Source: an optimization exercise on an open RTL-to-GDS flow (aim: small area). Production flows keep margins and buffers that such runs may drop.
Where RTL was checked, it was by simulation tests only, not by an equivalence proof against the original.
The RTL of runs 1 to 4 and 7 was laid out without a check of its function.
No activity file was given, so power comes from the tool's default toggle rates.

**design/flow/standard.sh**
```bash
#!/bin/bash
# synth_recipe.tcl (not shown) runs the flow's synth.tcl, then flattens the netlist and writes it again
# the make line also repeats each setting of config.mk as NAME=value (left out here)
make -C /OpenROAD-flow-scripts/flow DESIGN_CONFIG=/design/flow/config.mk WORK_HOME=/design/flow/orfs CLKGATE_MAP_FILE= SYNTH_SCRIPT=/design/flow/synth_recipe.tcl "${@:-finish}"
```
**design/flow/config.mk**
```make
export PLATFORM = sky130hd
export DESIGN_NAME = firEngine
export DESIGN_NICKNAME = firEngine
export VERILOG_FILES = /design/flow/design.v
export SDC_FILE = /design/flow/constraint.sdc
export NUM_CORES = 4
export LEC_CHECK = 0
export ABC_AREA = 1
export CAP_MARGIN = 20
export CORE_MARGIN = 2
export CORE_UTILIZATION = 65
export SLEW_MARGIN = 20
```
**design/flow/constraint.sdc**
```tcl
create_clock -name core_clock -period 8.0 [get_ports {iClk}]
set_input_delay 1.6000 -clock core_clock [delete_from_list [all_inputs] [get_ports {iClk}]]
set_output_delay 1.6000 -clock core_clock [all_outputs]
set_load 0.01 [all_outputs]
```
**design/flow/flow/run.sh**
```bash
#!/bin/bash
# Standard ORFS layout with three changes: ports are buffered with the smallest
# buffer, clock tree synthesis adds no dummy loads, and it uses smaller clock
# buffers. Each tool's full log is under orfs/logs/; make's output is in
# standard.log.
set -euo pipefail
export BUFFER_PORTS_ARGS="-buffer_cell sky130_fd_sc_hd__buf_1"
export CTS_ARGS="-sink_clustering_enable -repair_clock_nets -dont_use_dummy_load -buf_list {sky130_fd_sc_hd__clkbuf_4 sky130_fd_sc_hd__clkbuf_8}"
bash standard.sh > standard.log 2>&1
```
**design/flow/design.v**
```verilog
package firPkg;
    typedef logic signed [17:0] sampleT;    
    localparam logic [107:0] InitCoef0 = {
        18'h01111, 18'h03333, 18'h0999a, 18'h26667, 18'h19999, 18'h06666
    };
    localparam logic [89:0] InitCoef1 = {
        18'h3c000, 18'h10000, 18'h09999, 18'h06666, 18'h03333
    };
endpackage
`timescale 1ns/10ps
module firChannel #(
    parameter int              N        = 6,
    parameter int              Base     = 0,
    parameter logic [18*N-1:0] InitCoef = '0
) (
    input  logic        iClk,
    input  logic        iRst,
    input  logic        iChanged,
    input  logic [17:0] iData,
    input  logic        iCoefWrEn,
    input  logic [3:0]  iCoefWrAddr,
    input  logic [17:0] iCoefWrData,
    output logic        oChanged,
    output logic [17:0] oData
);
    logic [2:0]  ph;           
    logic        togQ;         
    logic        busy;         
    logic        act;          
    logic [3:0]  rnd;          
    logic        fin;          
    logic [2:0]  vcnt;         
    logic        newS;
    logic        lastPh;
    logic        first;
    logic        go;
    logic        nValid;
    logic        lastGo;
    logic        busyNext;
    logic        actNext;
    logic        goNext;
    logic        bOne;
    logic        bTwo;
    logic        bNeg;
    logic [17:0] coef;
    assign newS   = iChanged ^ togQ;
    assign lastPh = (ph == 3'(N - 1));
    assign first  = (ph == 3'd0);
    assign go     = busy & (act | first);
    assign lastGo   = go & lastPh & (rnd == 4'd8);
    assign busyNext = newS | (busy & ~lastGo);
    assign actNext  = (act | go) & ~lastGo;
    assign goNext   = busyNext & (actNext | lastPh);
    assign nValid   = goNext & (lastPh | ({1'b0, vcnt} + {1'b0, ph} >= 4'(N)));
    always_ff @(posedge iClk or posedge iRst) begin
        if (iRst) begin
            ph <= '0;
            togQ <= 1'b0;
            busy <= 1'b0;
            act <= 1'b0;
            rnd <= '0;
            fin <= 1'b0;
            oChanged <= 1'b0;
            vcnt <= '0;
        end else begin
            ph <= lastPh ? '0 : ph + 1'b1;
            togQ <= iChanged;
            fin <= 1'b0;
            if (newS) begin
                busy <= 1'b1;
                if (vcnt != 3'(N))
                    vcnt <= vcnt + 1'b1;
            end
            if (go)
                act <= 1'b1;
            if (go & lastPh) begin
                rnd <= rnd + 1'b1;
                if (rnd == 4'd8) begin
                    busy <= 1'b0;
                    act <= 1'b0;
                    rnd <= '0;
                    fin <= 1'b1;
                end
            end
            if (fin)
                oChanged <= ~oChanged;
        end
    end
    coefRing #(.N(N), .Base(Base), .InitCoef(InitCoef)) uCoef (
        .iClk, .iRst, .ph, .iCoefWrEn, .iCoefWrAddr, .iCoefWrData, .head(coef)
    );
    sampleRing #(.N(N)) uSamp (
        .iClk, .newS, .iData, .go, .lastPh, .rndZero(rnd == 4'd0), .nValid,
        .bOne, .bTwo, .bNeg
    );
    macUnit uMac (
        .iClk, .iRst, .shiftIn(busy & first & act), .zeroIn(busy & first & ~act),
        .bOne, .bTwo, .bNeg, .coef, .result(oData)
    );
endmodule
`timescale 1ns/10ps
module sampleRing #(
    parameter int N = 6
) (
    input  logic        iClk,
    input  logic        newS,       
    input  logic [17:0] iData,
    input  logic        go,         
    input  logic        lastPh,     
    input  logic        rndZero,    
    input  logic        nValid,     
    output logic        bOne,       
    output logic        bTwo,       
    output logic        bNeg        
);
    logic [17:0] sampQ [N];
    logic [17:0] w;
    logic [2:0]  nd;                
    always_ff @(posedge iClk) begin
        if (newS)
            sampQ[0] <= iData;
        else if (go)
            sampQ[0] <= {sampQ[N-1][1:0], sampQ[N-1][17:2]};
        for (int i = 1; i < N; i++)
            if (newS | go)
                sampQ[i] <= sampQ[i-1];
    end
    always_comb begin
        w = sampQ[N-1];
        if (!go)
            nd = {(newS ? iData[1:0] : sampQ[0][1:0]), 1'b0};    
        else if (lastPh)
            nd = {w[3:2], w[1]};                                  
        else
            nd = {w[1:0], rndZero ? 1'b0 : w[17]};
    end
    always_ff @(posedge iClk) begin
        bOne <= nValid & (nd[1] ^ nd[0]);
        bTwo <= nValid & ((nd[2] & ~nd[1] & ~nd[0]) | (~nd[2] & nd[1] & nd[0]));
        bNeg <= nValid & nd[2];
    end
endmodule
`timescale 1ns/10ps
module coefRing #(
    parameter int              N        = 6,
    parameter int              Base     = 0,
    parameter logic [18*N-1:0] InitCoef = '0
) (
    input  logic        iClk,
    input  logic        iRst,
    input  logic [2:0]  ph,
    input  logic        iCoefWrEn,
    input  logic [3:0]  iCoefWrAddr,
    input  logic [17:0] iCoefWrData,
    output logic [17:0] head
);
    function automatic int tapOf(input int p);
        tapOf = (p == 0) ? 0 : N - p;
    endfunction
    logic [17:0] coefQ [N];
    logic [17:0] wdHi;
    logic [17:0] wdLo;
    assign wdHi = iCoefWrData | {18{iRst}};
    assign wdLo = iCoefWrData & ~{18{iRst}};
    for (genvar i = 0; i < N; i++) begin : gCoef
        logic        we;
        logic [17:0] wd;
        logic [17:0] initV;
        assign initV = InitCoef[18*tapOf(i) +: 18];
        assign wd = (initV & wdHi) | (~initV & wdLo);
        always_comb begin
            we = iRst;
            for (int p = 0; p < N; p++)
                if (ph == 3'(p) && iCoefWrEn && iCoefWrAddr == 4'(Base + tapOf((i + p + 1) % N)))
                    we = 1'b1;
        end
        always_ff @(posedge iClk)
            coefQ[i] <= we ? wd : coefQ[(i + 1) % N];
    end
    assign head = coefQ[0];
endmodule
`timescale 1ns/10ps
module macUnit (
    input  logic        iClk,
    input  logic        iRst,
    input  logic        shiftIn,    
    input  logic        zeroIn,     
    input  logic        bOne,
    input  logic        bTwo,
    input  logic        bNeg,
    input  logic [17:0] coef,
    output logic [17:0] result
);
    logic [21:0] acc;
    logic [21:0] mag;
    logic [21:0] bx;
    logic [21:0] accIn;
    logic [21:0] sum;
    logic        cy;
    logic        cy0;
    logic        cy1;
    logic [10:0] hi0;
    logic [10:0] hi1;
    always_comb begin
        mag = '0;
        if (bOne)
            mag = {{4{coef[17]}}, coef};
        else if (bTwo)
            mag = {{3{coef[17]}}, coef, 1'b0};
        bx = mag ^ {22{bNeg}};
        if (shiftIn)
            accIn = {{2{acc[21]}}, acc[21:2]};
        else if (zeroIn)
            accIn = '0;
        else
            accIn = acc;
        cy = bNeg;
        for (int i = 0; i < 11; i++) begin
            sum[i] = accIn[i] ^ bx[i] ^ cy;
            cy = (accIn[i] & bx[i]) | (accIn[i] & cy) | (bx[i] & cy);
        end
        cy0 = 1'b0;
        cy1 = 1'b1;
        for (int i = 11; i < 22; i++) begin
            hi0[i-11] = accIn[i] ^ bx[i] ^ cy0;
            cy0 = (accIn[i] & bx[i]) | (accIn[i] & cy0) | (bx[i] & cy0);
            hi1[i-11] = accIn[i] ^ bx[i] ^ cy1;
            cy1 = (accIn[i] & bx[i]) | (accIn[i] & cy1) | (bx[i] & cy1);
        end
        sum[21:11] = cy ? hi1 : hi0;
    end
    always_ff @(posedge iClk)
        acc[21:18] <= sum[21:18];
    always_ff @(posedge iClk or posedge iRst) begin
        if (iRst)
            acc[17:0] <= '0;
        else
            acc[17:0] <= sum[17:0];
    end
    assign result = acc[17:0];
endmodule
`timescale 1ns/10ps
module firEngine (
    input  logic           iClk,
    input  logic           iRst,
    input  logic           iData0Changed,    
    input  firPkg::sampleT iData0,
    input  logic           iData1Changed,
    input  firPkg::sampleT iData1,
    input  logic           iCoefWrEn,
    input  logic [3:0]     iCoefWrAddr,
    input  firPkg::sampleT iCoefWrData,
    output logic           oData0Changed,    
    output firPkg::sampleT oData0,
    output logic           oData1Changed,
    output firPkg::sampleT oData1
);
    firChannel #(.N(6), .Base(0), .InitCoef(firPkg::InitCoef0)) uCh0 (
        .iClk, .iRst, .iChanged(iData0Changed), .iData(iData0),
        .iCoefWrEn, .iCoefWrAddr, .iCoefWrData,
        .oChanged(oData0Changed), .oData(oData0)
    );
    firChannel #(.N(5), .Base(8), .InitCoef(firPkg::InitCoef1)) uCh1 (
        .iClk, .iRst, .iChanged(iData1Changed), .iData(iData1),
        .iCoefWrEn, .iCoefWrAddr, .iCoefWrData,
        .oChanged(oData1Changed), .oData(oData1)
    );
endmodule
```
==> flow_metrics.env, run 1 <==
export IMPL_status="timing/DRC/antenna clean"
export IMPL_htree_levels=3
export IMPL_period_share_pct=87.2
export IMPL_post_drt_wl_per_cell_um=16.5
export IMPL_postCtsSetupBuffers=0
export IMPL_tightest_slew_ps=998
export IMPL_irDropWorstVdd_v=0.000151
export IMPL_drtPass1Iterations=5
export IMPL_relSlewSlack_pct=33.2
export IMPL_grt_pass1_wl_mm=60.9
export IMPL_area_growth_pct=7.85
export IMPL_criticalPathCategory="register to register"
export IMPL_tns_ps=0
export IMPL_cp_top_family="adder cells"
export IMPL_ys_warnings_count=11
export IMPL_drt_wl_total_mm=38.0
export IMPL_p_leak_nw=9.27
export IMPL_drive_above_1_share_pct=12.7
export IMPL_viasPerCell=5.46
export IMPL_hold_class="register to register"
export IMPL_clockBufferDepth=3
export IMPL_ys_types=55
export IMPL_p_per_area_mw_per_mm2=289
export IMPL_port_buffers=100
export IMPL_yosysSeqAreaShare_pct=60.1
export IMPL_place_area_mm2=0.0202
export IMPL_hold_path_end="uCh0.uSamp.sampQ[2][10]"
export IMPL_dieArea_mm2=0.0317
export IMPL_slowest_delay_ps=480
export IMPL_maxCapViolations=0
export IMPL_clk_latency_ps=600
export IMPL_post_synth_cell_area_avg_um2=10.8
export IMPL_reg2reg_to="uCh0.uMac.acc[21]"
export IMPL_die_width_um=178
export IMPL_post_route_util_pct=71.4
export IMPL_gp_congestion=0.850
export IMPL_r2r_start="uCh0.ph[1]"
export IMPL_cts_tree="yes"
export IMPL_rsz0062_at_grt="false"
export IMPL_drc=0
export IMPL_cp_required_ps=8530
export IMPL_fp_dieH_um=178
export IMPL_final_net_count=2042
export IMPL_post_dp_hpwl_mm=25.0
export IMPL_synthCells=1817
export IMPL_setup_ws_ps=1020
export IMPL_grt_max_degree=91
export IMPL_ys_flop_type="dfxtp_1"
export IMPL_ioPinCount=101
export IMPL_synthArstFlopShare_pct=13.9
export IMPL_hold_buffers=0
export IMPL_cts_made_buffers=77
export IMPL_grtUsageTotal_pct=24.5
export IMPL_synth_edff_count=198
export IMPL_core_area_mm2=0.0297
export IMPL_synth_fp_nets=1944
export IMPL_ys_ff_latch=476
export IMPL_crit_fanout=20
export IMPL_final_setup_viol_count=0
export IMPL_rows=63
export IMPL_start_kind="register"
export IMPL_post_cts_resized=0
export IMPL_root_buffer="clkbuf_8"
export IMPL_reg2reg_slack_ps=1020
export IMPL_vias=12600
export IMPL_reg2regPathDepth=31
export IMPL_slew_viol_final=0
export IMPL_hold_path_depth=0
export IMPL_dr_first_iter_drc_count=765
export IMPL_antenna_found_initial=5
export IMPL_cts_sinks=476
export IMPL_crit_top_cell="fa_1"
export IMPL_min_from="uCh0.uSamp.sampQ[1][10]"
export IMPL_clkTransAtPathRegs_ps=60
export IMPL_initial_utilization_pct=66.2
export IMPL_crit_buf_inv=2
export IMPL_dpl_worst_slack_ps=1070
export IMPL_slowest_stage="fa_1"
export IMPL_drtAntennaViolNets=0
export IMPL_stdcell_area_mm2=0.0212
export IMPL_whs_ps=365
export IMPL_grt_ovfl_total=0
export IMPL_cp_arrival_ps=7510
export IMPL_syn_cell_area_mm2=0.0197
export IMPL_hold_viol_final=0
export IMPL_layout_min_cycle_time_ps=6980
export IMPL_skew_ps=72.3
export IMPL_worst_setup_path_end_kind="register"
export IMPL_grt_pass1_vias=12300
export IMPL_fmax_mhz=143
-- synth_stat cells, types with 4 or more instances --
cell type / n / share of area (%)
dfxtp_1: 212 / 22
xnor2_1: 14 / 0.62
inv_1: 211 / 4.0
buf_2: 19 / 0.48
clkbuf_1: 36 / 0.69
o21ai_1: 10 / 0.25
ha_1: 42 / 2.7
o221ai_1: 5 / 0.22
nor2_1: 125 / 2.4
a21boi_0: 6 / 0.23
or2_2: 6 / 0.19
o22ai_1: 27 / 0.86
dfrtp_1: 66 / 8.4
o21ai_0: 138 / 3.5
inv_2: 10 / 0.19
mux2_2: 92 / 5.3
a22oi_1: 10 / 0.38
nand3_1: 34 / 0.86
nand2_2: 14 / 0.44
o211ai_1: 4 / 0.15
fa_1: 22 / 2.2
xor2_1: 49 / 2.2
nor3_1: 5 / 0.13
buf_1: 4 / 0.076
a21oi_1: 21 / 0.53
a31oi_1: 60 / 1.9
edfxtp_1: 198 / 30
buf_4: 37 / 1.4
nand2_1: 295 / 5.6
-- cells by family (layout without fill, tap and decap cells) --
group,after synthesis,in the layout,synth area share (%)
fa+ha+maj,64,64,4.91
flops,476,476,60.1
compound gates,302,302,9.23
simple gates,499,499,10.6
xor+xnor,63,63,2.80
mux,94,94,5.36
other cells,0,1,0
buf+inv,319,415,6.98
-- report_power, final --
part / internal, mW / total [mW] / switching, mW
logic: 0.558 / 1.36 / 0.803
clock network: 0.848 / 1.67 / 0.817
registers: 2.93 / 3.11 / 0.175
-- flip-flops by register name, summed over array words and instances, names as in the netlist, 3 cells and up --
register and cells:
uCh1.uCoef.coefQ 90, uCh1.rnd 4, uCh1.uMac.acc 22, uCh0.uMac.acc 22
uCh1.vcnt 3, uCh0.rnd 4, uCh0.ph 3, uCh0.vcnt 3
uCh0.uSamp.sampQ 108, uCh1.ph 3, uCh1.uSamp.sampQ 90, uCh0.uCoef.coefQ 108
-- cell type report --
| cell class | count | area (µm²) |
|---|---|---|
| Sequential cell | 476 | 11800 |
| Fill cell | 2196 | 8480 |
| Multi-Input combinational cell | 1022 | 6510 |
| Clock buffer | 77 | 1060 |
| Inverter | 222 | 838 |
| Timing Repair Buffer | 116 | 497 |
| Tap cell | 390 | 488 |
| Antenna cell | 1 | 2.50 |
-- layout by cell type (no fill, tap or decap), drive strengths merged, types with 3 or more instances in the layout --
master and count:
a31oi 60, buf 115, nor2 131, nand2 311, inv 222, mux2 92, dfxtp 212, clkbuf 78
a21boi 7, o22ai 28, a21oi 21, xnor2 14, a221oi 3, fa 22, a22oi 10, dfrtp 66
o211ai 7, nand4 3, xor2 49, or2 9, ha 42, nor3 5, nand3 37, o21ai 150
o221ai 8, edfxtp 198
-- worst max path at each step --
stage,depth (start not counted),slack [ps],startpoint,end
4_1_cts,30,1020,uCh0.ph[1],uCh0.uMac.acc[21]
2_1_floorplan,10,1230,uCh0.ph[1],uCh0.uSamp.bTwo
3_5_place_dp,30,1070,uCh0.ph[1],uCh0.uMac.acc[21]
5_1_grt,30,570,uCh0.ph[1],uCh0.uMac.acc[21]
3_3_place_gp,32,1270,uCh1.ph[1],uCh1.uMac.acc[21]
6_report,31,1020,uCh0.ph[1],uCh0.uMac.acc[21]
-- worst reg2reg max path, delay by kind of cell, from the launching register on --
kind,cells,cell delay [ps]
DFF,1,460
and+or+nand+nor,17,1450
buffers and inverters,2,410
adders and majority gates,10,4110
AOI/OAI and AO/OA,2,480
-- layer usage --
layer / wire length, µm / global-route usage [%] / vias up
met2: 18000 / 40.5 / 289
met4: 718 / 7.92 / 6
li1: - / - / 6186
met3: 2010 / 4.52 / 77
met5: 41 / 0 / -
met1: 17200 / 32.9 / 6013
-- metrics by stage --
stage          instances  power (mW)
2_1_floorplan       1817        4.27
3_3_place_gp        2226        4.47
3_5_place_dp        2226        4.52
4_1_cts             2303        6.19
5_1_grt             2304        6.52
6_report            2304        6.13
==> inputs of run 2 (changes only) <==
--- a/design/flow/config.mk
+++ b/design/flow/config.mk
@@ -8,5 +8,5 @@
 export ABC_AREA = 1
 export CAP_MARGIN = 20
 export CORE_MARGIN = 2
-export CORE_UTILIZATION = 65
+export CORE_UTILIZATION = 40
 export SLEW_MARGIN = 20
==> run 2 against run 1 <==
Compared with the run above:
- global-route usage fell by 8.0 points
- total power increased by 1.2%
- wire length grew 7.7%
- sequential cell count is the same
- setup slack gained 98 ps
- largest cell class unchanged
- worst hold slack improved by 19 ps
- highest routed layer is now met4
- non-clock buffer count is 2 higher
- still clean on timing, DRC and antenna
- fmax increased by 1.4%
- count of clock-buffer cells in the layout up 2
- critical endpoint is now uCh1.uMac.acc[21]
- cell count grew 12%
- clock power up 3%
- clock skew down 30 ps
==> flow_metrics.env, run 2 <==
export IMPL_grtUsageTotal_pct=16.4
export IMPL_n_fill_cell=4620
export IMPL_synth_fa_ha_area_share_pct=4.91
export IMPL_synth_area_leaders="edfxtp_1, dfxtp_1, dfrtp_1"
export IMPL_layout_min_cycle_time_ps=6880
export IMPL_p_leak_nw=9.29
export IMPL_dr_first_iter_drc_count=1003
export IMPL_criticalPathCategory="register to register"
export IMPL_irDropWorstVdd_v=0.000104
export IMPL_reg2reg_to="uCh1.uMac.acc[21]"
export IMPL_drtPass1Iterations=5
export IMPL_htree_levels=3
export IMPL_synth_top_family_by_area="simple AND/OR/NAND/NOR gates"
export IMPL_reg_top3="uCh0.uCoef.coefQ x108, uCh0.uSamp.sampQ x108"
export IMPL_start_kind="register"
export IMPL_setup_ws_ps=1120
export IMPL_ys_ff_latch=476
export IMPL_post_synth_cell_area_avg_um2=10.8
export IMPL_hold_viol_final=0
export IMPL_ys_flop_type="dfxtp_1"
export IMPL_port_buffers=100
export IMPL_cts_tree="yes"
export IMPL_core_area_mm2=0.0487
export IMPL_multi_input_area_mm2=0.00651
export IMPL_cp_arrival_ps=7390
export IMPL_tightest_slew_ps=889
export IMPL_swShare_pct=29.8
export IMPL_stdcell_area_mm2=0.0216
export IMPL_clockBufferDepth=3
export IMPL_vias=12600
export IMPL_drive_above_1_share_pct=12.9
export IMPL_diodes=0
export IMPL_synthArstFlopShare_pct=13.9
export IMPL_skew_ps=42.7
export IMPL_synthCells=1817
export IMPL_ioPinCount=101
export IMPL_synth_edff_count=198
export IMPL_p_sw_mw=1.85
export IMPL_period_share_pct=86.0
export IMPL_cts_made_buffers=79
export IMPL_synth_top_area_cell="edfxtp_1"
export IMPL_post_drt_wl_per_cell_um=15.9
export IMPL_gp_congestion=0.787
export IMPL_power_frac_comb_pct=22.2
export IMPL_cts_sinks=476
export IMPL_viasPerCell=4.90
export IMPL_root_buffer="clkbuf_8"
export IMPL_synth_common_cells="nand2_1, dfxtp_1, inv_1, edfxtp_1, o21ai_0"
export IMPL_fp_dieH_um=226
export IMPL_synth_top_cell_area_share_pct=30.2
export IMPL_power_frac_clock_pct=27.7
export IMPL_slew_viol_final=0
export IMPL_rows=81
export IMPL_post_cts_resized=0
export IMPL_hold_buffers=0
export IMPL_p_per_area_mw_per_mm2=287
export IMPL_yosysMostFrequentCell="nand2_1"
export IMPL_synth_simple_area_share_pct=10.6
export IMPL_relSlewSlack_pct=40.6
export IMPL_rsz0062_at_grt="false"
export IMPL_r2r_start="uCh1.ph[0]"
export IMPL_clkTransAtPathRegs_ps=60
export IMPL_dpl_worst_slack_ps=1080
export IMPL_area_growth_pct=9.79
export IMPL_final_setup_viol_count=0
export IMPL_reg2regPathDepth=32
export IMPL_syn_cell_area_mm2=0.0197
export IMPL_synth_fp_nets=1944
export IMPL_antenna_found_initial=0
export IMPL_slowest_stage="fa_1"
export IMPL_synth_xor_area_share_pct=2.80
export IMPL_synth_compound_area_share_pct=9.23
export IMPL_drc=0
export IMPL_hold_path_end="uCh1.uSamp.sampQ[1][2]"
export IMPL_grt_max_degree=91
export IMPL_tns_ps=0
export IMPL_reg2reg_slack_ps=1120
export IMPL_drt_wl_total_mm=40.9
export IMPL_cp_required_ps=8510
export IMPL_grt_ovfl_total=0
export IMPL_min_from="uCh1.uSamp.sampQ[0][2]"
export IMPL_ys_types=55
export IMPL_dieArea_mm2=0.0510
export IMPL_seqPwrFrac_pct=50.1
export IMPL_final_cell_mix="nand2_1, dfxtp_1, inv_1"
export IMPL_clk_latency_ps=620
export IMPL_crit_top_cell="fa_1"
export IMPL_slowest_delay_ps=480
export IMPL_synth_mux_area_share_pct=5.36
export IMPL_worst_setup_path_end_kind="register"
export IMPL_final_common_cell="nand2_1"
export IMPL_fmax_mhz=145
export IMPL_crit_fanout=24
export IMPL_grt_pass1_wl_mm=66.2
export IMPL_grt_pass1_vias=12600
export IMPL_seq_area_mm2=0.0118
export IMPL_die_width_um=226
export IMPL_final_net_count=2046
export IMPL_postCtsSetupBuffers=0
export IMPL_yosysSeqAreaShare_pct=60.1
export IMPL_post_dp_hpwl_mm=27.1
export IMPL_cp_startpoint="uCh1.ph[0]"
export IMPL_p_int_mw=4.36
export IMPL_initial_utilization_pct=40.4
export IMPL_status="timing/DRC/antenna clean"
export IMPL_ys_warnings_count=11
export IMPL_hold_class="register to register"
export IMPL_drtAntennaViolNets=0
export IMPL_place_area_mm2=0.0205
export IMPL_maxCapViolations=0
export IMPL_hold_path_depth=0
==> run 2: cell types whose count changed in the layout (fill, tap and decap cells not counted) <==
cell      before  now
diode_2        1    0
buf_4         16   18
clkbuf_8      77   79
==> run 2: how the worst max path moves through the flow <==
stage                              to  slack [ps]
finish              uCh1.uMac.acc[21]        1120
global route        uCh1.uMac.acc[21]         680
CTS                 uCh1.uMac.acc[21]        1110
detailed placement  uCh1.uMac.acc[21]        1080
global placement    uCh1.uMac.acc[21]        1300
floorplan             uCh0.uSamp.bTwo        1230
==> run 2: worst max-delay path, delay by kind of cell, from the launching register on <==
family	cells	cell delay [ps]
adder cells (fa/ha/maj)	11	4190
buffers and inverters	3	370
flip-flops	1	430
AO/OA/AOI/OAI	2	300
AND/OR/NAND/NOR	16	1490
==> run 2: cells by family after synthesis <==
family                   after synthesis
adder cells (fa/ha/maj)               64
AO/OA/AOI/OAI                        302
multiplexers                          94
flip-flops                           476
AND/OR/NAND/NOR                      499
XOR/XNOR                              63
buffers and inverters                319
==> run 2: cell type report <==
cell class / count / area share (%)
flip-flops and latches: 476 / 54.8
multi-input cells: 1022 / 30.1
clock buffers: 79 / 5.03
inverters: 222 / 3.88
well taps: 664 / 3.84
repair buffers: 118 / 2.37
==> run 2: routing by layer <==
layer  track usage [%]  up-vias  wire [µm]
met3              3.60       74       2260
met1              22.5     6108      19400
li1                  -     6188          -
met4              6.26        0        908
met5                 0        -          0
met2              25.5      271      18300
==> run 2: metrics by stage <==
step	std cells	power [mW]	hold WS [ps]	utilization [%]
after floorplan	1817	4.27	400	-
after global placement	2502	4.50	401	42.1
after detailed placement	2502	4.56	405	42.1
after CTS	2581	6.31	376	44.3
after global routing	2581	6.63	388	44.3
final	2581	6.21	383	44.3
==> run 2: power groups by stage <==
stage                     clock [mW]  combinational (mW)  sequential, mW
after floorplan                    0                1.18            3.09
after global placement             0                1.35            3.15
after detailed placement           0                1.40            3.16
after CTS                       1.79                1.41            3.11
after global routing            1.88                1.60            3.15
final                           1.72                1.38            3.11
==> inputs of run 3 (changes only) <==
==> design/flow/flow/run.sh (replaced) <==
#!/bin/bash
# Standard ORFS layout with these changes: ports are buffered with the smallest
# buffer, and clock tree synthesis adds no dummy loads and clusters up to 18
# flip-flops on each leaf buffer. Each tool's full log is under orfs/logs/;
# make's output is in standard.log.
set -euo pipefail
export BUFFER_PORTS_ARGS="-buffer_cell sky130_fd_sc_hd__buf_1"
export CTS_ARGS="-sink_clustering_enable -repair_clock_nets -dont_use_dummy_load -buf_list {sky130_fd_sc_hd__clkbuf_4 sky130_fd_sc_hd__clkbuf_8} -sink_clustering_size 18 -sink_clustering_max_diameter 70"
bash standard.sh > standard.log 2>&1
--- a/design/flow/config.mk
+++ b/design/flow/config.mk
@@ -8,5 +8,5 @@
 export ABC_AREA = 1
 export CAP_MARGIN = 20
 export CORE_MARGIN = 2
-export CORE_UTILIZATION = 40
+export CORE_UTILIZATION = 65
 export SLEW_MARGIN = 20
==> run 3 against run 2 <==
Compared with the run above:
- total power down 11%
- wire length decreased by 9.0%
- non-clock buffer count is 2 lower
- fmax fell by 1.9%
- largest cell class unchanged
- clock skew barely moved
- clock power down 37%
- first-iteration DRC count fell by 20%
- cell count decreased by 12%
- design area fell by 4.5%
- critical endpoint is now uCh0.uMac.acc[21]
- combinational power barely moved
- worst hold slack improved by 27 ps
- global-route usage increased by 7.4 points
==> flow_metrics.env, run 3 <==
export IMPL_status="timing/DRC/antenna clean"
export IMPL_slowest_delay_ps=490
export IMPL_grt_pass1_vias=11900
export IMPL_post_cts_resized=0
export IMPL_reg2regPathDepth=31
export IMPL_viasPerCell=5.50
export IMPL_relSlewSlack_pct=31.8
export IMPL_drc=0
export IMPL_htree_levels=2
export IMPL_hold_buffers=0
export IMPL_ys_ff_latch=476
export IMPL_crit_top_cell="fa_1"
export IMPL_ys_types=55
export IMPL_final_net_count=1999
export IMPL_dr_first_iter_drc_count=806
export IMPL_synth_common_cells="nand2_1, dfxtp_1, inv_1, edfxtp_1, o21ai_0"
export IMPL_rows=63
export IMPL_maxCapViolations=0
export IMPL_synth_top_cell_area_share_pct=30.2
export IMPL_reg2reg_slack_ps=990
export IMPL_antenna_found_initial=5
export IMPL_cts_made_buffers=34
export IMPL_final_setup_viol_count=0
export IMPL_reg_top3="uCh0.uCoef.coefQ x108, uCh0.uSamp.sampQ x108"
export IMPL_dieArea_mm2=0.0317
export IMPL_r2r_start="uCh0.ph[1]"
export IMPL_ioPinCount=101
export IMPL_crit_end="uCh0.uMac.acc[21]"
export IMPL_irDropWorstVdd_v=0.000244
export IMPL_cts_sinks=476
export IMPL_die_width_um=178
export IMPL_wl_met1_mm=17.1
export IMPL_ys_flop_type="dfxtp_1"
export IMPL_tns_ps=0
export IMPL_final_common_cell="nand2_1"
export IMPL_yosysMostFrequentCell="nand2_1"
export IMPL_layout_min_cycle_time_ps=7010
export IMPL_slowest_stage="dfrtp_1"
export IMPL_tightest_slew_ps=1020
export IMPL_skew_ps=42.3
export IMPL_stdcell_area_mm2=0.0206
export IMPL_p_leak_nw=8.96
export IMPL_fp_dieH_um=178
export IMPL_core_area_mm2=0.0297
export IMPL_p_per_area_mw_per_mm2=268
export IMPL_post_place_cells=2226
export IMPL_grt_pass1_wl_mm=59.5
export IMPL_synthArstFlopShare_pct=13.9
export IMPL_gp_congestion=0.850
export IMPL_synth_area_leaders="edfxtp_1, dfxtp_1, dfrtp_1"
export IMPL_drt_wl_total_mm=37.3
export IMPL_cp_startpoint="uCh0.ph[1]"
export IMPL_vias=12400
export IMPL_criticalPathCategory="register to register"
export IMPL_clk_latency_ps=560
export IMPL_post_dp_hpwl_mm=25.0
export IMPL_met3_length_mm=1.63
export IMPL_drive_above_1_share_pct=10.7
export IMPL_whs_ps=410
export IMPL_clockBufferDepth=3
export IMPL_cp_required_ps=8480
export IMPL_hold_viol_final=0
export IMPL_post_drt_wl_per_cell_um=16.5
export IMPL_synthCells=1817
export IMPL_drtAntennaViolNets=0
export IMPL_initial_utilization_pct=66.2
export IMPL_rsz0062_at_grt="false"
export IMPL_grtUsageTotal_pct=23.9
export IMPL_synth_top_area_cell="edfxtp_1"
export IMPL_clkTransAtPathRegs_ps=110
export IMPL_worst_setup_path_end_kind="register"
export IMPL_slew_viol_final=0
export IMPL_place_area_mm2=0.0202
export IMPL_cp_arrival_ps=7490
export IMPL_final_cell_mix="nand2_1, dfxtp_1, inv_1"
export IMPL_cts_tree="yes"
export IMPL_n_fill_cell=2248
export IMPL_yosysSeqAreaShare_pct=60.1
export IMPL_post_synth_cell_area_avg_um2=10.8
export IMPL_period_share_pct=87.7
export IMPL_grt_max_degree=91
export IMPL_drtPass1Iterations=5
export IMPL_syn_cell_area_mm2=0.0197
export IMPL_synth_fp_nets=1944
export IMPL_wl_met2_mm=17.7
export IMPL_fmax_mhz=143
export IMPL_power_mw=5.54
export IMPL_root_buffer="clkbuf_8"
export IMPL_layout_cells_non_filler=2261
export IMPL_start_kind="register"
export IMPL_reg2reg_to="uCh0.uMac.acc[21]"
export IMPL_area_growth_pct=4.84
export IMPL_hold_class="register to register"
export IMPL_port_buffers=100
export IMPL_ys_warnings_count=11
export IMPL_grt_ovfl_total=0
export IMPL_top_layer_used="met5"
export IMPL_postCtsSetupBuffers=0
export IMPL_crit_fanout=20
export IMPL_synth_edff_count=198
run 3: final cells by class:
cell class | instances | area (µm²) | share of cell area (%)
Antenna cell | 1 | 2.50 | 0.0121
Timing Repair Buffer | 116 | 497 | 2.41
Sequential cell | 476 | 11800 | 57.4
Tap cell | 390 | 488 | 2.36
Multi-Input combinational cell | 1022 | 6510 | 31.5
Inverter | 222 | 838 | 4.06
Clock buffer | 34 | 468 | 2.27
run 3: critical path: cells and delay by family (launching register included):
kind	cells	cell delay, ps
AO/OA/AOI/OAI	2	480
adder cells (fa/ha/maj)	10	4110
buffers and inverters	2	410
flip-flops	1	490
AND/OR/NAND/NOR	17	1450
run 3: how the worst min path moves through the flow:
stage / startpoint / endpoint / slack [ps] / cells past startpoint
4_1_cts: uCh0.uSamp.sampQ[4][7] / uCh0.uSamp.sampQ[5][7] / 410 / 0
2_1_floorplan: uCh0.uSamp.sampQ[0][10] / uCh0.uSamp.sampQ[1][10] / 400 / 0
3_3_place_gp: uCh1.uSamp.sampQ[1][4] / uCh1.uSamp.sampQ[2][4] / 400 / 0
3_5_place_dp: uCh0.uSamp.sampQ[1][11] / uCh0.uSamp.sampQ[2][11] / 400 / 0
5_1_grt: uCh0.uSamp.sampQ[3][13] / uCh0.uSamp.sampQ[4][13] / 420 / 0
6_report: uCh0.uSamp.sampQ[4][7] / uCh0.uSamp.sampQ[5][7] / 410 / 0
run 3: metrics by stage:
step | util (%) | setup WS, ps
2_1_floorplan | - | 1230
3_3_place_gp | 67.8 | 1270
3_5_place_dp | 67.8 | 1070
4_1_cts | 69.4 | 1010
5_1_grt | 69.5 | 541
6_report | 69.5 | 987
run 3: report_power, final:
group / total, mW / leakage, nW / switching, mW / internal [mW]
clock network: 1.08 / 0.244 / 0.698 / 0.385
registers: 3.10 / 4.65 / 0.174 / 2.92
logic: 1.36 / 4.06 / 0.803 / 0.558
run 3: per-layer routing:
| layer | global-route usage (%) | vias to the layer above |
|---|---|---|
| met3 | 3.67 | 58 |
| met5 | 0 | - |
| met2 | 40.1 | 262 |
| li1 | - | 6113 |
| met1 | 32.7 | 5991 |
| met4 | 6.25 | 6 |
run 3: cell families (layout without fill, tap and decap cells):
family | count (synthesis) | count (layout) | synth area share (%)
simple gates | 499 | 499 | 10.6
mux | 94 | 94 | 5.36
compound gates | 302 | 302 | 9.23
flops | 476 | 476 | 60.1
buf+inv | 319 | 372 | 6.98
fa+ha+maj | 64 | 64 | 4.91
xor+xnor | 63 | 63 | 2.80
other cells | 0 | 1 | 0
==> inputs of run 4 (changes only) <==
==> design/flow/flow/run.sh (replaced) <==
#!/bin/bash
# Standard ORFS layout with these changes: ports are buffered with the smallest
# buffer, and clock tree synthesis adds no dummy loads and clusters up to 16
# flip-flops on each leaf buffer. Each tool's full log is under orfs/logs/;
# make's output is in standard.log.
set -euo pipefail
export BUFFER_PORTS_ARGS="-buffer_cell sky130_fd_sc_hd__buf_1"
export CTS_ARGS="-sink_clustering_enable -repair_clock_nets -dont_use_dummy_load -buf_list {sky130_fd_sc_hd__clkbuf_4 sky130_fd_sc_hd__clkbuf_8} -sink_clustering_size 16 -sink_clustering_max_diameter 60"
bash standard.sh > standard.log 2>&1
==> run 4 against run 3 <==
Compared with the run above:
- synthesized area did not move
- wire length fell by 0.26%
- sequential cell count did not move
- first-iteration DRC count rose by 2.9%
- clock power rose by 6%
- cell count rose by 0.22%
- count of clock-buffer cells in the layout rose by 5
- largest power group unchanged
==> flow_metrics.env, run 4 <==
export IMPL_synth_top_area_cell="edfxtp_1"
export IMPL_post_drt_wl_per_cell_um=16.4
export IMPL_grt_ovfl_total=0
export IMPL_synth_edff_count=198
export IMPL_reg2reg_slack_ps=1010
export IMPL_ys_warnings_count=11
export IMPL_drive_above_1_share_pct=10.9
export IMPL_irDropWorstVdd_v=0.000166
export IMPL_cts_made_buffers=39
export IMPL_seq_area_mm2=0.0118
export IMPL_final_common_cell="nand2_1"
export IMPL_gp_congestion=0.850
export IMPL_area_growth_pct=5.19
export IMPL_p_per_area_mw_per_mm2=271
export IMPL_start_kind="register"
export IMPL_criticalPathCategory="register to register"
export IMPL_syn_cell_area_mm2=0.0197
export IMPL_final_net_count=2004
export IMPL_crit_top_cell="fa_1"
export IMPL_synthCells=1817
export IMPL_grt_pass1_vias=11900
export IMPL_final_setup_viol_count=0
export IMPL_slowest_stage="fa_1"
export IMPL_relSlewSlack_pct=32.8
export IMPL_fp_dieH_um=178
export IMPL_drc=0
export IMPL_cts_sinks=476
export IMPL_tightest_slew_ps=1010
export IMPL_ioPinCount=101
export IMPL_layout_min_cycle_time_ps=6990
export IMPL_slowest_delay_ps=480
export IMPL_tns_ps=0
export IMPL_synth_area_leaders="edfxtp_1, dfxtp_1, dfrtp_1"
export IMPL_crit_fanout=20
export IMPL_clkTransAtPathRegs_ps=90
export IMPL_synthArstFlopShare_pct=13.9
export IMPL_die_width_um=178
export IMPL_cp_startpoint="uCh0.ph[1]"
export IMPL_ys_ff_latch=476
export IMPL_clockBufferDepth=3
export IMPL_grt_max_degree=91
export IMPL_slew_viol_final=0
export IMPL_clk_latency_ps=570
export IMPL_final_cell_mix="nand2_1, dfxtp_1, inv_1"
export IMPL_port_buffers=100
export IMPL_p_leak_nw=8.99
export IMPL_fmax_mhz=143
export IMPL_hold_buffers=0
export IMPL_min_from="uCh0.uSamp.sampQ[4][13]"
export IMPL_post_route_util_pct=69.7
export IMPL_maxCapViolations=0
export IMPL_grt_pass1_wl_mm=59.5
export IMPL_reg_top3="uCh0.uCoef.coefQ x108, uCh0.uSamp.sampQ x108"
export IMPL_synth_fp_nets=1944
export IMPL_period_share_pct=87.4
export IMPL_htree_levels=2
export IMPL_r2r_start="uCh0.ph[1]"
export IMPL_post_cts_resized=0
export IMPL_hold_viol_final=0
export IMPL_n_fill_cell=2263
export IMPL_post_dp_hpwl_mm=25.0
export IMPL_initial_utilization_pct=66.2
export IMPL_ys_types=55
export IMPL_hold_class="register to register"
export IMPL_worst_setup_path_end_kind="register"
export IMPL_antenna_found_initial=5
export IMPL_status="timing/DRC/antenna clean"
export IMPL_ys_flop_type="dfxtp_1"
export IMPL_cp_required_ps=8420
export IMPL_cp_arrival_ps=7420
export IMPL_skew_ps=57.5
export IMPL_root_buffer="clkbuf_8"
export IMPL_cts_tree="yes"
export IMPL_core_area_mm2=0.0297
export IMPL_viasPerCell=5.46
export IMPL_drt_wl_total_mm=37.2
export IMPL_multi_input_area_mm2=0.00651
export IMPL_drtPass1Iterations=7
export IMPL_post_synth_cell_area_avg_um2=10.8
export IMPL_dr_first_iter_drc_count=829
export IMPL_rsz0062_at_grt="false"
export IMPL_yosysSeqAreaShare_pct=60.1
export IMPL_rows=63
export IMPL_yosysMostFrequentCell="nand2_1"
export IMPL_synth_common_cells="nand2_1, dfxtp_1, inv_1, edfxtp_1, o21ai_0"
export IMPL_drtAntennaViolNets=0
export IMPL_dieArea_mm2=0.0317
export IMPL_synth_top_cell_area_share_pct=30.2
export IMPL_grtUsageTotal_pct=23.8
export IMPL_vias=12400
export IMPL_postCtsSetupBuffers=0
run 4: final cells by class:
type	count	share of cell area [%]
well taps	390	2.36
multi-input cells	1022	31.4
repair buffers	116	2.40
clock buffers	39	2.59
diodes	1	0.0121
inverters	222	4.05
flip-flops and latches	476	57.2
run 4: power by group:
group / internal, mW / switching (mW)
Sequential: 2.92 / 0.174
Clock: 0.438 / 0.709
Combinational: 0.557 / 0.801
run 4: path summary, 6_finish.rpt:
path	depth (start not counted)	to
worst max-delay path	30	uCh0.uMac.acc[21]
max in group asynchronous	3	uCh0.uMac.acc[1]
worst min-delay path	0	uCh0.uSamp.sampQ[5][13]
worst max register to register	30	uCh0.uMac.acc[21]
worst min register to register	0	uCh0.uSamp.sampQ[5][13]
min in group asynchronous	2	uCh0.rnd[3]
run 4: cell families (layout without fill, tap and decap cells):
family                     after synthesis  in the layout  synth area share [%]
other                                    0              1                     0
xor gates and xnor gates                63             63                  2.80
AOI/OAI and AO/OA                      302            302                  9.23
buffers and inverters                  319            377                  6.98
adders and majority gates               64             64                  4.91
muxes                                   94             94                  5.36
DFF                                    476            476                  60.1
and+or+nand+nor                        499            499                  10.6
run 4: metal layers:
| metal | GRT usage (%) | routed length, µm | vias up |
|---|---|---|---|
| li1 | - | - | 6115 |
| met1 | 32.7 | 17100 | 5967 |
| met2 | 40.2 | 17700 | 241 |
| met3 | 3.79 | 1660 | 54 |
| met4 | 5.26 | 601 | 6 |
| met5 | 0 | 41 | - |
run 4: per-stage QoR:
stage	instances	total power, mW	worst slack (ps)	hold slack [ps]	area, µm²
6_report	2266	5.60	1010	396	20700
5_1_grt	2266	5.97	567	409	20700
4_1_cts	2265	5.66	1010	399	20700
3_5_place_dp	2226	4.52	1070	405	20200
3_3_place_gp	2226	4.47	1270	401	20200
2_1_floorplan	1817	4.27	1230	400	19700
run 4: critical path: cells and delay by family (launching register included):
kind | cells | cell delay [ps]
buffers and inverters | 2 | 410
AND/OR/NAND/NOR | 16 | 1390
adder cells (fa/ha/maj) | 10 | 4100
AO/OA/AOI/OAI | 2 | 480
flip-flops | 1 | 470
==> inputs of run 5 (changes only) <==
--- a/design/flow/design.v
+++ b/design/flow/design.v
@@ -94,7 +94,7 @@
         .bOne, .bTwo, .bNeg
     );
     macUnit uMac (
-        .iClk, .iRst, .shiftIn(busy & first & act), .zeroIn(busy & first & ~act),
+        .iClk, .shiftIn(busy & first & act), .zeroIn(iRst | (busy & first & ~act)),
         .bOne, .bTwo, .bNeg, .coef, .result(oData)
     );
 endmodule
@@ -162,18 +162,24 @@
     logic [17:0] wdLo;
     assign wdHi = iCoefWrData | {18{iRst}};
     assign wdLo = iCoefWrData & ~{18{iRst}};
+    logic [3:0] tap;
+    logic [3:0] pos;
+    logic       hit;
+    always_comb begin
+        tap = iCoefWrAddr - 4'(Base);
+        hit = iCoefWrEn && (tap < 4'(N));
+        pos = tap + {1'b0, ph};
+        if (pos >= 4'(N))
+            pos = pos - 4'(N);
+        pos = 4'(N - 1) - pos;
+    end
     for (genvar i = 0; i < N; i++) begin : gCoef
         logic        we;
         logic [17:0] wd;
         logic [17:0] initV;
         assign initV = InitCoef[18*tapOf(i) +: 18];
         assign wd = (initV & wdHi) | (~initV & wdLo);
-        always_comb begin
-            we = iRst;
-            for (int p = 0; p < N; p++)
-                if (ph == 3'(p) && iCoefWrEn && iCoefWrAddr == 4'(Base + tapOf((i + p + 1) % N)))
-                    we = 1'b1;
-        end
+        assign we = iRst | (hit && pos == 4'(i));
         always_ff @(posedge iClk)
             coefQ[i] <= we ? wd : coefQ[(i + 1) % N];
     end
@@ -182,7 +188,6 @@
 `timescale 1ns/10ps
 module macUnit (
     input  logic        iClk,
-    input  logic        iRst,
     input  logic        shiftIn,    
     input  logic        zeroIn,     
     input  logic        bOne,
@@ -230,13 +235,7 @@
         sum[21:11] = cy ? hi1 : hi0;
     end
     always_ff @(posedge iClk)
-        acc[21:18] <= sum[21:18];
-    always_ff @(posedge iClk or posedge iRst) begin
-        if (iRst)
-            acc[17:0] <= '0;
-        else
-            acc[17:0] <= sum[17:0];
-    end
+        acc <= sum;
     assign result = acc[17:0];
 endmodule
 `timescale 1ns/10ps
==> design/flow/flow/run.sh (replaced) <==
#!/bin/bash
# Standard ORFS layout with these changes: ports are buffered with the smallest
# buffer, and clock tree synthesis adds no dummy loads and clusters up to 18
# flip-flops on each leaf buffer. Each tool's full log is under orfs/logs/;
# make's output is in standard.log.
set -euo pipefail
export BUFFER_PORTS_ARGS="-buffer_cell sky130_fd_sc_hd__buf_1"
export CTS_ARGS="-sink_clustering_enable -repair_clock_nets -dont_use_dummy_load -buf_list {sky130_fd_sc_hd__clkbuf_4 sky130_fd_sc_hd__clkbuf_8} -sink_clustering_size 18 -sink_clustering_max_diameter 70"
bash standard.sh > standard.log 2>&1
==> run 5 against run 4 <==
Compared with the run above:
- largest power group unchanged
- synthesized cell count up 5.7%
- still clean
- global-route usage grew 1.2 points
- cell count grew 3.7%
==> flow_metrics.env, run 5 <==
export IMPL_slew_viol_final=0
export IMPL_dpl_worst_slack_ps=308
export IMPL_hold_path_depth=0
export IMPL_slowest_stage="fa_1"
export IMPL_synth_top_cell_area_share_pct=30.7
export IMPL_syn_cell_area_mm2=0.0194
export IMPL_port_buffers=100
export IMPL_status="timing/DRC/antenna clean"
export IMPL_clockBufferDepth=3
export IMPL_area_growth_pct=4.19
export IMPL_reg2regPathDepth=32
export IMPL_drc=0
export IMPL_grt_pass1_vias=11800
export IMPL_fp_dieH_um=177
export IMPL_place_area_mm2=0.0198
export IMPL_skew_ps=46.2
export IMPL_vias=12600
export IMPL_diodes=0
export IMPL_yosysMostFrequentCell="nand2_1"
export IMPL_htree_levels=1
export IMPL_die_width_um=177
export IMPL_fmax_mhz=142
export IMPL_rsz0062_at_grt="false"
export IMPL_ys_ff_latch=476
export IMPL_synthCells=1920
export IMPL_cts_sinks=476
export IMPL_post_synth_cell_area_avg_um2=10.1
export IMPL_synth_top_area_cell="edfxtp_1"
export IMPL_layout_min_cycle_time_ps=7030
export IMPL_cp_startpoint="iRst"
export IMPL_ys_warnings_count=11
export IMPL_cp_arrival_ps=7570
export IMPL_period_share_pct=87.9
export IMPL_rows=63
export IMPL_irDropWorstVdd_v=0.000178
export IMPL_maxCapViolations=0
export IMPL_grt_max_degree=91
export IMPL_drive_above_1_share_pct=5.97
export IMPL_criticalPathCategory="primary input to register"
export IMPL_core_area_mm2=0.0295
export IMPL_cts_tree="yes"
export IMPL_clk_latency_ps=630
export IMPL_final_setup_viol_count=0
export IMPL_root_buffer="clkbuf_8"
export IMPL_drt_wl_total_mm=38.5
export IMPL_yosysSeqAreaShare_pct=60.2
export IMPL_gp_congestion=0.853
export IMPL_cts_made_buffers=31
export IMPL_worst_setup_path_end_kind="register"
export IMPL_dieArea_mm2=0.0312
export IMPL_synth_edff_count=198
export IMPL_synth_area_leaders="edfxtp_1, dfxtp_1, nand2_1"
export IMPL_hold_buffers=0
export IMPL_slowest_delay_ps=480
export IMPL_antenna_found_initial=0
export IMPL_hold_class="register to register"
export IMPL_stdcell_area_mm2=0.0202
export IMPL_crit_end="uCh1.uMac.acc[21]"
export IMPL_final_common_cell="nand2_1"
export IMPL_synth_common_cells="nand2_1, dfxtp_1, o21ai_0, inv_1, edfxtp_1"
export IMPL_layout_cells_non_filler=2350
export IMPL_r2r_start="uCh1.ph[1]"
export IMPL_drtPass1Iterations=5
export IMPL_post_route_util_pct=68.5
export IMPL_grtUsageTotal_pct=25.1
export IMPL_synthArstFlopShare_pct=6.30
export IMPL_synth_fp_nets=2055
export IMPL_p_leak_nw=8.83
export IMPL_ys_flop_type="dfxtp_1"
export IMPL_dr_first_iter_drc_count=847
export IMPL_cp_required_ps=8540
export IMPL_whs_ps=403
export IMPL_post_place_cells=2319
export IMPL_relSlewSlack_pct=30.0
export IMPL_initial_utilization_pct=65.7
export IMPL_tns_ps=0
export IMPL_grt_pass1_wl_mm=61.2
export IMPL_crit_fanout=17
export IMPL_reg2reg_slack_ps=1280
export IMPL_clkTransAtPathRegs_ps=120
export IMPL_ioPinCount=101
export IMPL_viasPerCell=5.37
export IMPL_crit_top_cell="fa_1"
export IMPL_p_per_area_mw_per_mm2=247
export IMPL_grt_ovfl_total=0
export IMPL_drtAntennaViolNets=0
export IMPL_hold_viol_final=0
export IMPL_post_cts_resized=0
export IMPL_post_drt_wl_per_cell_um=16.4
export IMPL_start_kind="primary input"
export IMPL_post_dp_hpwl_mm=26.2
export IMPL_reg2reg_to="uCh1.uMac.acc[21]"
export IMPL_final_cell_mix="nand2_1, dfxtp_1, o21ai_0"
export IMPL_postCtsSetupBuffers=0
export IMPL_power_mw=4.98
export IMPL_reg_top3="uCh0.uCoef.coefQ x108, uCh0.uSamp.sampQ x108"
export IMPL_ys_types=57
export IMPL_setup_ws_ps=966
export IMPL_tightest_slew_ps=1050
export IMPL_final_net_count=2097
==> run 5: how the worst min path moves through the flow <==
stage | start | endpoint | slack, ps
global route | uCh1.uSamp.sampQ[3][14] | uCh1.uSamp.sampQ[4][14] | 420
floorplan | uCh0.uSamp.sampQ[0][10] | uCh0.uSamp.sampQ[1][10] | 400
CTS | uCh1.uSamp.sampQ[3][14] | uCh1.uSamp.sampQ[4][14] | 400
detailed placement | uCh0.uSamp.sampQ[4][0] | uCh0.uSamp.sampQ[5][0] | 400
global placement | uCh1.uSamp.sampQ[3][14] | uCh1.uSamp.sampQ[4][14] | 400
finish | uCh1.uSamp.sampQ[3][14] | uCh1.uSamp.sampQ[4][14] | 400
==> run 5: kinds of logic after synthesis <==
kind of cell / count (synthesis) / synth area share (%)
compound gates: 360 / 10.2
xor+xnor: 69 / 3.16
fa+ha+maj: 72 / 5.58
simple gates: 618 / 13.4
buf+inv: 323 / 7.43
flops: 476 / 60.2
mux: 2 / 0.103
==> run 5: power breakdown <==
group | internal, mW | switching, mW | leakage (nW)
clock | 0.346 | 0.700 | 0.223
combinational | 0.334 | 0.573 | 4.09
sequential | 2.86 | 0.167 | 4.52
total | 3.54 | 1.44 | 8.83
==> run 5: layer usage <==
metal / GRT usage (%) / vias up / routed length [µm]
li1: - / 6294 / -
met1: 35.3 / 5993 / 17700
met2: 41.5 / 282 / 17800
met3: 3.52 / 55 / 2010
met4: 5.96 / 0 / 964
met5: 0 / - / 0
==> run 5: worst max-delay path: cells and delay by family <==
family,cells,cell delay (ps)
adder cells (fa/ha/maj),10,4040
AND/OR/NAND/NOR,15,1090
buffers and inverters,4,640
AO/OA/AOI/OAI,2,190
==> run 5: cell type report <==
type,count,area (µm²)
multi-input combinational,1121,6300
timing repair buffer,111,467
fill,2390,9290
clock buffer,31,427
tap,390,488
inverter,221,842
sequential,476,11700
==> inputs of run 6 (changes only) <==
==> design/flow/flow/run.sh (replaced) <==
#!/bin/bash
# Standard ORFS layout with these changes: ports are buffered with the smallest
# buffer, and clock tree synthesis adds no dummy loads and clusters up to 18
# flip-flops (within 70 um) on each leaf buffer. Each tool's full log is under
# orfs/logs/; make's output is in standard.log.
set -euo pipefail
export BUFFER_PORTS_ARGS="-buffer_cell sky130_fd_sc_hd__buf_1"
export CTS_ARGS="-sink_clustering_enable -repair_clock_nets -dont_use_dummy_load -buf_list {sky130_fd_sc_hd__clkbuf_4 sky130_fd_sc_hd__clkbuf_8} -sink_clustering_size 18 -sink_clustering_max_diameter 70"
bash standard.sh > standard.log 2>&1
--- a/design/flow/config.mk
+++ b/design/flow/config.mk
@@ -8,5 +8,5 @@
 export ABC_AREA = 1
 export CAP_MARGIN = 20
 export CORE_MARGIN = 2
-export CORE_UTILIZATION = 65
+export CORE_UTILIZATION = 80
 export SLEW_MARGIN = 20
==> run 6 against run 5 <==
Compared with the run above:
- synthesized area unchanged
- synthesized cell count did not move
- critical endpoint unchanged
- clock skew increased by 1.4 ps
- combinational power is 4.0% higher
- critical path type unchanged
- utilization grew 17 points
- cell count fell by 3.1%
- sequential power about the same
- still clean
==> flow_metrics.env, run 6 <==
export IMPL_ys_types=57
export IMPL_ys_flop_type="dfxtp_1"
export IMPL_power_frac_clock_pct=20.5
export IMPL_post_drt_wl_per_cell_um=18.0
export IMPL_cp_required_ps=8500
export IMPL_viasPerCell=5.80
export IMPL_final_net_count=2096
export IMPL_slew_viol_final=0
export IMPL_skew_ps=47.6
export IMPL_cts_made_buffers=30
export IMPL_swShare_pct=29.3
export IMPL_synthCells=1920
export IMPL_start_kind="primary input"
export IMPL_post_synth_cell_area_avg_um2=10.1
export IMPL_htree_levels=1
export IMPL_crit_fanout=17
export IMPL_die_width_um=160
export IMPL_clkTransAtPathRegs_ps=110
export IMPL_drtAntennaViolNets=0
export IMPL_postCtsSetupBuffers=0
export IMPL_syn_cell_area_mm2=0.0194
export IMPL_core_area_mm2=0.0236
export IMPL_yosysMostFrequentCell="nand2_1"
export IMPL_drtPass1Iterations=6
export IMPL_slowest_delay_ps=460
export IMPL_tightest_slew_ps=1030
export IMPL_clk_latency_ps=630
export IMPL_p_per_area_mw_per_mm2=249
export IMPL_p_sw_mw=1.46
export IMPL_synth_area_leaders="edfxtp_1, dfxtp_1, nand2_1"
export IMPL_grt_pass1_wl_mm=64.4
export IMPL_drt_wl_total_mm=40.9
export IMPL_grt_max_degree=91
export IMPL_hold_buffers=0
export IMPL_grtUsageTotal_pct=31.9
export IMPL_n_fill_cell=1323
export IMPL_power_frac_comb_pct=18.9
export IMPL_final_common_cell="nand2_1"
export IMPL_seqPwrFrac_pct=60.7
export IMPL_p_int_mw=3.53
export IMPL_ioPinCount=101
export IMPL_drc=0
export IMPL_rows=56
export IMPL_clockBufferDepth=3
export IMPL_layout_min_cycle_time_ps=7070
export IMPL_fp_dieH_um=160
export IMPL_post_cts_resized=0
export IMPL_synth_edff_count=198
export IMPL_yosysSeqAreaShare_pct=60.2
export IMPL_initial_utilization_pct=82.1
export IMPL_tns_ps=0
export IMPL_ys_ff_latch=476
export IMPL_dieArea_mm2=0.0255
export IMPL_criticalPathCategory="primary input to register"
export IMPL_root_buffer="clkbuf_8"
export IMPL_dr_first_iter_drc_count=1377
export IMPL_drive_above_1_share_pct=5.92
export IMPL_synth_fp_nets=2055
export IMPL_final_setup_viol_count=0
export IMPL_synthArstFlopShare_pct=6.30
export IMPL_hold_class="register to register"
export IMPL_worst_setup_path_end_kind="register"
export IMPL_gp_congestion=0.888
export IMPL_p_leak_nw=8.83
export IMPL_synth_common_cells="nand2_1, dfxtp_1, o21ai_0, inv_1, edfxtp_1"
export IMPL_fmax_mhz=141
export IMPL_relSlewSlack_pct=31.2
export IMPL_irDropWorstVdd_v=0.000208
export IMPL_synth_top_cell_area_share_pct=30.7
export IMPL_antenna_found_initial=0
export IMPL_final_cell_mix="nand2_1, dfxtp_1, o21ai_0"
export IMPL_grt_ovfl_total=0
export IMPL_period_share_pct=88.4
export IMPL_maxCapViolations=0
export IMPL_ys_warnings_count=11
export IMPL_vias=13200
export IMPL_cts_sinks=476
export IMPL_hold_viol_final=0
export IMPL_grt_pass1_vias=12800
export IMPL_status="timing/DRC/antenna clean"
export IMPL_crit_top_cell="fa_1"
export IMPL_cts_tree="yes"
export IMPL_slowest_stage="fa_1"
export IMPL_area_growth_pct=3.73
export IMPL_synth_top_area_cell="edfxtp_1"
export IMPL_post_route_util_pct=85.1
export IMPL_port_buffers=100
export IMPL_diodes=0
export IMPL_reg_top3="uCh0.uCoef.coefQ x108, uCh0.uSamp.sampQ x108"
export IMPL_cp_arrival_ps=7570
export IMPL_rsz0062_at_grt="false"
export IMPL_post_dp_hpwl_mm=27.8
run 6: logic make-up after synthesis:
kind of cell / after synthesis / share of synthesized area, %
AOI/OAI and AO/OA: 360 / 10.2
and+or+nand+nor: 618 / 13.4
adders and majority gates: 72 / 5.58
buffers and inverters: 323 / 7.43
muxes: 2 / 0.103
xor gates and xnor gates: 69 / 3.16
DFF: 476 / 60.2
run 6: power by group through the flow:
| stage | logic, mW | registers [mW] | clock network [mW] |
|---|---|---|---|
| 6_report | 0.943 | 3.03 | 1.02 |
| 3_3_place_gp | 0.870 | 3.06 | 0 |
| 3_5_place_dp | 0.925 | 3.07 | 0 |
| 4_1_cts | 0.934 | 3.02 | 1.02 |
| 5_1_grt | 1.06 | 3.05 | 1.10 |
| 2_1_floorplan | 0.763 | 3.00 | 0 |
run 6: area by class of cell:
cell class	instances	area [µm²]	share of cell area [%]
Timing Repair Buffer	111	479	2.38
Multi-Input combinational cell	1121	6300	31.4
Sequential cell	476	11700	58.0
Clock buffer	30	413	2.05
Inverter	221	842	4.19
Tap cell	319	399	1.99
run 6: worst paths after layout:
kind,slack (ps),start,to,cells after the start
worst max-delay path,930,iRst,uCh1.uMac.acc[21],31
worst min register to register,380,uCh1.uSamp.sampQ[3][10],uCh1.uSamp.sampQ[4][10],0
max in group asynchronous,6300,iRst,uCh0.togQ,3
worst min-delay path,380,uCh1.uSamp.sampQ[3][10],uCh1.uSamp.sampQ[4][10],0
min in group asynchronous,880,iRst,uCh1.togQ,2
worst max register to register,1240,uCh1.ph[1],uCh1.uMac.acc[21],32
run 6: worst max-delay path: cells and delay by family:
family	cells	cell delay (ps)
buffers and inverters	4	600
AOI/OAI and AO/OA	2	180
and+or+nand+nor	15	1150
adders and majority gates	10	4060
run 6: metal layers:
| metal | GRT usage [%] | wire (µm) |
|---|---|---|
| met1 | 43.0 | 16900 |
| met2 | 55.0 | 20000 |
| met5 | 0 | 0 |
| met4 | 9.05 | 1220 |
| met3 | 4.18 | 2820 |
run 6: per-stage QoR:
step	hold WS (ps)	setup WS [ps]	instances	total power [mW]	cell area (µm²)
2_1_floorplan	400	701	1920	3.77	19400
3_3_place_gp	401	567	2247	3.93	19700
3_5_place_dp	405	314	2247	4.00	19700
4_1_cts	386	946	2277	4.98	20100
5_1_grt	390	603	2278	5.21	20100
6_report	383	929	2278	5.00	20100
==> inputs of run 7 (changes only) <==
--- a/design/flow/design.v
+++ b/design/flow/design.v
@@ -28,7 +28,7 @@
     logic        busy;         
     logic        act;          
     logic [3:0]  rnd;          
-    logic        fin;          
+    logic [1:0]  fin;          
     logic [2:0]  vcnt;         
     logic        newS;
     logic        lastPh;
@@ -59,13 +59,13 @@
             busy <= 1'b0;
             act <= 1'b0;
             rnd <= '0;
-            fin <= 1'b0;
+            fin <= '0;
             oChanged <= 1'b0;
             vcnt <= '0;
         end else begin
             ph <= lastPh ? '0 : ph + 1'b1;
             togQ <= iChanged;
-            fin <= 1'b0;
+            fin <= {1'b0, fin[1]};
             if (newS) begin
                 busy <= 1'b1;
                 if (vcnt != 3'(N))
@@ -79,10 +79,10 @@
                     busy <= 1'b0;
                     act <= 1'b0;
                     rnd <= '0;
-                    fin <= 1'b1;
+                    fin[1] <= 1'b1;
                 end
             end
-            if (fin)
+            if (fin[0])
                 oChanged <= ~oChanged;
         end
     end
@@ -197,15 +197,15 @@
     output logic [17:0] result
 );
     logic [21:0] acc;
+    logic        pc;         
+    logic        pcNext;
     logic [21:0] mag;
     logic [21:0] bx;
     logic [21:0] accIn;
+    logic [1:0]  midIn;      
+    logic        hiCin;
     logic [21:0] sum;
     logic        cy;
-    logic        cy0;
-    logic        cy1;
-    logic [10:0] hi0;
-    logic [10:0] hi1;
     always_comb begin
         mag = '0;
         if (bOne)
@@ -219,23 +219,31 @@
             accIn = '0;
         else
             accIn = acc;
+        if (shiftIn) begin
+            midIn = acc[12:11] + {1'b0, pc};
+            hiCin = acc[12] & acc[11] & pc;
+        end else begin
+            midIn = accIn[10:9];
+            hiCin = pc & ~zeroIn;
+        end
         cy = bNeg;
         for (int i = 0; i < 11; i++) begin
+            logic a;
+            a = (i >= 9) ? midIn[i-9] : accIn[i];
+            sum[i] = a ^ bx[i] ^ cy;
+            cy = (a & bx[i]) | (a & cy) | (bx[i] & cy);
+        end
+        pcNext = cy;
+        cy = hiCin;
+        for (int i = 11; i < 22; i++) begin
             sum[i] = accIn[i] ^ bx[i] ^ cy;
             cy = (accIn[i] & bx[i]) | (accIn[i] & cy) | (bx[i] & cy);
         end
-        cy0 = 1'b0;
-        cy1 = 1'b1;
-        for (int i = 11; i < 22; i++) begin
-            hi0[i-11] = accIn[i] ^ bx[i] ^ cy0;
-            cy0 = (accIn[i] & bx[i]) | (accIn[i] & cy0) | (bx[i] & cy0);
-            hi1[i-11] = accIn[i] ^ bx[i] ^ cy1;
-            cy1 = (accIn[i] & bx[i]) | (accIn[i] & cy1) | (bx[i] & cy1);
-        end
-        sum[21:11] = cy ? hi1 : hi0;
-    end
-    always_ff @(posedge iClk)
+    end
+    always_ff @(posedge iClk) begin
         acc <= sum;
+        pc <= pcNext;
+    end
     assign result = acc[17:0];
 endmodule
 `timescale 1ns/10ps
==> design/flow/flow/run.sh (replaced) <==
#!/bin/bash
# Standard ORFS layout with these changes: ports are buffered with the smallest
# buffer, and clock tree synthesis adds no dummy loads and clusters up to 18
# flip-flops on each leaf buffer. Each tool's full log is under orfs/logs/;
# make's output is in standard.log.
set -euo pipefail
export BUFFER_PORTS_ARGS="-buffer_cell sky130_fd_sc_hd__buf_1"
export CTS_ARGS="-sink_clustering_enable -repair_clock_nets -dont_use_dummy_load -buf_list {sky130_fd_sc_hd__clkbuf_4 sky130_fd_sc_hd__clkbuf_8} -sink_clustering_size 18 -sink_clustering_max_diameter 70"
bash standard.sh > standard.log 2>&1
--- a/design/flow/config.mk
+++ b/design/flow/config.mk
@@ -8,5 +8,5 @@
 export ABC_AREA = 1
 export CAP_MARGIN = 20
 export CORE_MARGIN = 2
-export CORE_UTILIZATION = 80
+export CORE_UTILIZATION = 65
 export SLEW_MARGIN = 20
==> run 7 against run 6 <==
Compared with the run above:
- still clean on timing, DRC and antenna
- non-clock buffer count increased by 2
- utilization decreased by 16 points
- clock power increased by 7%
- register-to-register slack improved by 440 ps
- synthesized cell count increased by 3.5%
- sequential power about the same
- combinational power decreased by 15%
- fmax increased by 11%
- worst hold slack got worse by 8.8 ps
- synthesized area increased by 1.3%
- die area increased by 24%
- critical endpoint unchanged
==> flow_metrics.env, run 7 <==
export IMPL_status="timing/DRC/antenna clean"
export IMPL_seq_area_mm2=0.0118
export IMPL_initial_utilization_pct=66.0
export IMPL_fmax_mhz=157
export IMPL_final_cell_mix="nand2_1, dfxtp_1, edfxtp_1"
export IMPL_p_leak_nw=9.25
export IMPL_synth_top_cell_area_share_pct=30.3
export IMPL_hold_buffers=0
export IMPL_synthCells=1988
export IMPL_multi_input_area_mm2=0.00655
export IMPL_rsz0062_at_grt="false"
export IMPL_relSlewSlack_pct=30.4
export IMPL_drtPass1Iterations=7
export IMPL_final_common_cell="nand2_1"
export IMPL_syn_cell_area_mm2=0.0196
export IMPL_ioPinCount=101
export IMPL_tightest_slew_ps=1040
export IMPL_postCtsSetupBuffers=0
export IMPL_crit_buf_inv=4
export IMPL_post_drt_wl_per_cell_um=17.1
export IMPL_min_from="uCh1.fin[1]"
export IMPL_hold_viol_final=0
export IMPL_hold_class="register to register"
export IMPL_grtUsageTotal_pct=26.4
export IMPL_reg2reg_slack_ps=1680
export IMPL_post_place_cells=2380
export IMPL_r2r_start="uCh1.ph[1]"
export IMPL_post_synth_cell_area_avg_um2=9.87
export IMPL_die_width_um=178
export IMPL_irDropWorstVdd_v=0.000219
export IMPL_grt_pass1_vias=12300
export IMPL_layout_min_cycle_time_ps=6360
export IMPL_antenna_found_initial=0
export IMPL_drtAntennaViolNets=0
export IMPL_skew_ps=44.3
export IMPL_cp_top_family="adder cells"
export IMPL_hold_path_depth=0
export IMPL_start_kind="primary input"
export IMPL_criticalPathCategory="primary input to register"
export IMPL_synth_top_area_cell="edfxtp_1"
export IMPL_dieArea_mm2=0.0316
export IMPL_reg2regPathDepth=19
export IMPL_ys_types=45
export IMPL_drt_wl_total_mm=41.4
export IMPL_ys_warnings_count=11
export IMPL_p_per_area_mw_per_mm2=241
export IMPL_htree_levels=2
export IMPL_layout_cells_non_filler=2414
export IMPL_vias=13100
export IMPL_synth_area_leaders="edfxtp_1, dfxtp_1, nand2_1"
export IMPL_ys_ff_latch=480
export IMPL_post_cts_resized=0
export IMPL_cts_made_buffers=34
export IMPL_ys_flop_type="dfxtp_1"
export IMPL_synth_fp_nets=2123
export IMPL_maxCapViolations=0
export IMPL_root_buffer="clkbuf_8"
export IMPL_slowest_delay_ps=480
export IMPL_core_area_mm2=0.0297
export IMPL_gp_congestion=0.863
export IMPL_final_setup_viol_count=0
export IMPL_yosysSeqAreaShare_pct=59.9
export IMPL_dr_first_iter_drc_count=991
export IMPL_hold_path_end="uCh1.fin[0]"
export IMPL_rows=63
export IMPL_reg2reg_to="uCh1.uMac.acc[21]"
export IMPL_slowest_stage="fa_1"
export IMPL_clk_latency_ps=550
export IMPL_drive_above_1_share_pct=4.59
export IMPL_worst_setup_path_end_kind="register"
export IMPL_fp_dieH_um=178
## run 7: cell types whose count changed in the layout (fill, tap and decap cells not counted), moves of 35 or more
cell     previous run  this run
nor2_1             79       114
nand2_1           434       547
nand3_1            44       191
o21ai_1            57        12
o21ai_0           210       102
## run 7: worst max path at each step
stage | startpoint | end | cells after the start
after floorplan | iRst | uCh0.uMac.acc[21] | 19
after global placement | iRst | uCh1.uMac.acc[21] | 18
after detailed placement | iRst | uCh1.uMac.acc[21] | 18
after CTS | uCh1.ph[1] | uCh1.uMac.acc[21] | 19
after global routing | uCh1.ph[1] | uCh1.uMac.acc[21] | 19
final | iRst | uCh1.uMac.acc[21] | 18
## run 7: power breakdown
group,switching (mW),internal (mW)
Clock,0.707,0.386
Combinational,0.521,0.281
Sequential,0.168,2.87
Total,1.40,3.53
## run 7: cells by family (layout without fill, tap and decap cells)
| kind of cell | count (synthesis) | in the layout | synth area share (%) |
|---|---|---|---|
| and+or+nand+nor | 901 | 901 | 19.6 |
| DFF | 480 | 480 | 59.9 |
| buffers and inverters | 305 | 341 | 6.90 |
| AOI/OAI and AO/OA | 176 | 176 | 4.95 |
| adders and majority gates | 72 | 72 | 6.27 |
| xor gates and xnor gates | 52 | 52 | 2.32 |
| muxes | 2 | 2 | 0.108 |
## run 7: per-stage QoR
step           power, mW  util [%]  setup slack, ps  instance area [µm²]  hold WS [ps]
2_1_floorplan       3.67         -             1010                19600           331
3_3_place_gp        3.86      67.2             1140                20000           333
3_5_place_dp        3.89      67.2             1030                20000           341
4_1_cts             4.97      68.8             1300                20400           376
5_1_grt             5.20      68.8             1350                20500           380
6_report            4.93      68.8             1640                20500           374
## run 7: area by class of cell
class                      instances  share of cell area [%]
inverter                         194                    3.59
timing repair buffer             113                    2.31
sequential                       480                    57.4
clock buffer                      34                    2.29
tap                              390                    2.39
multi-input combinational       1203                    32.0
## run 7: metal layers
metal	global-route usage (%)	part of all wire, %
met3	4.84	6.6
met2	42.3	46
met4	8.06	2.9
met1	37.0	44
met5	0	0
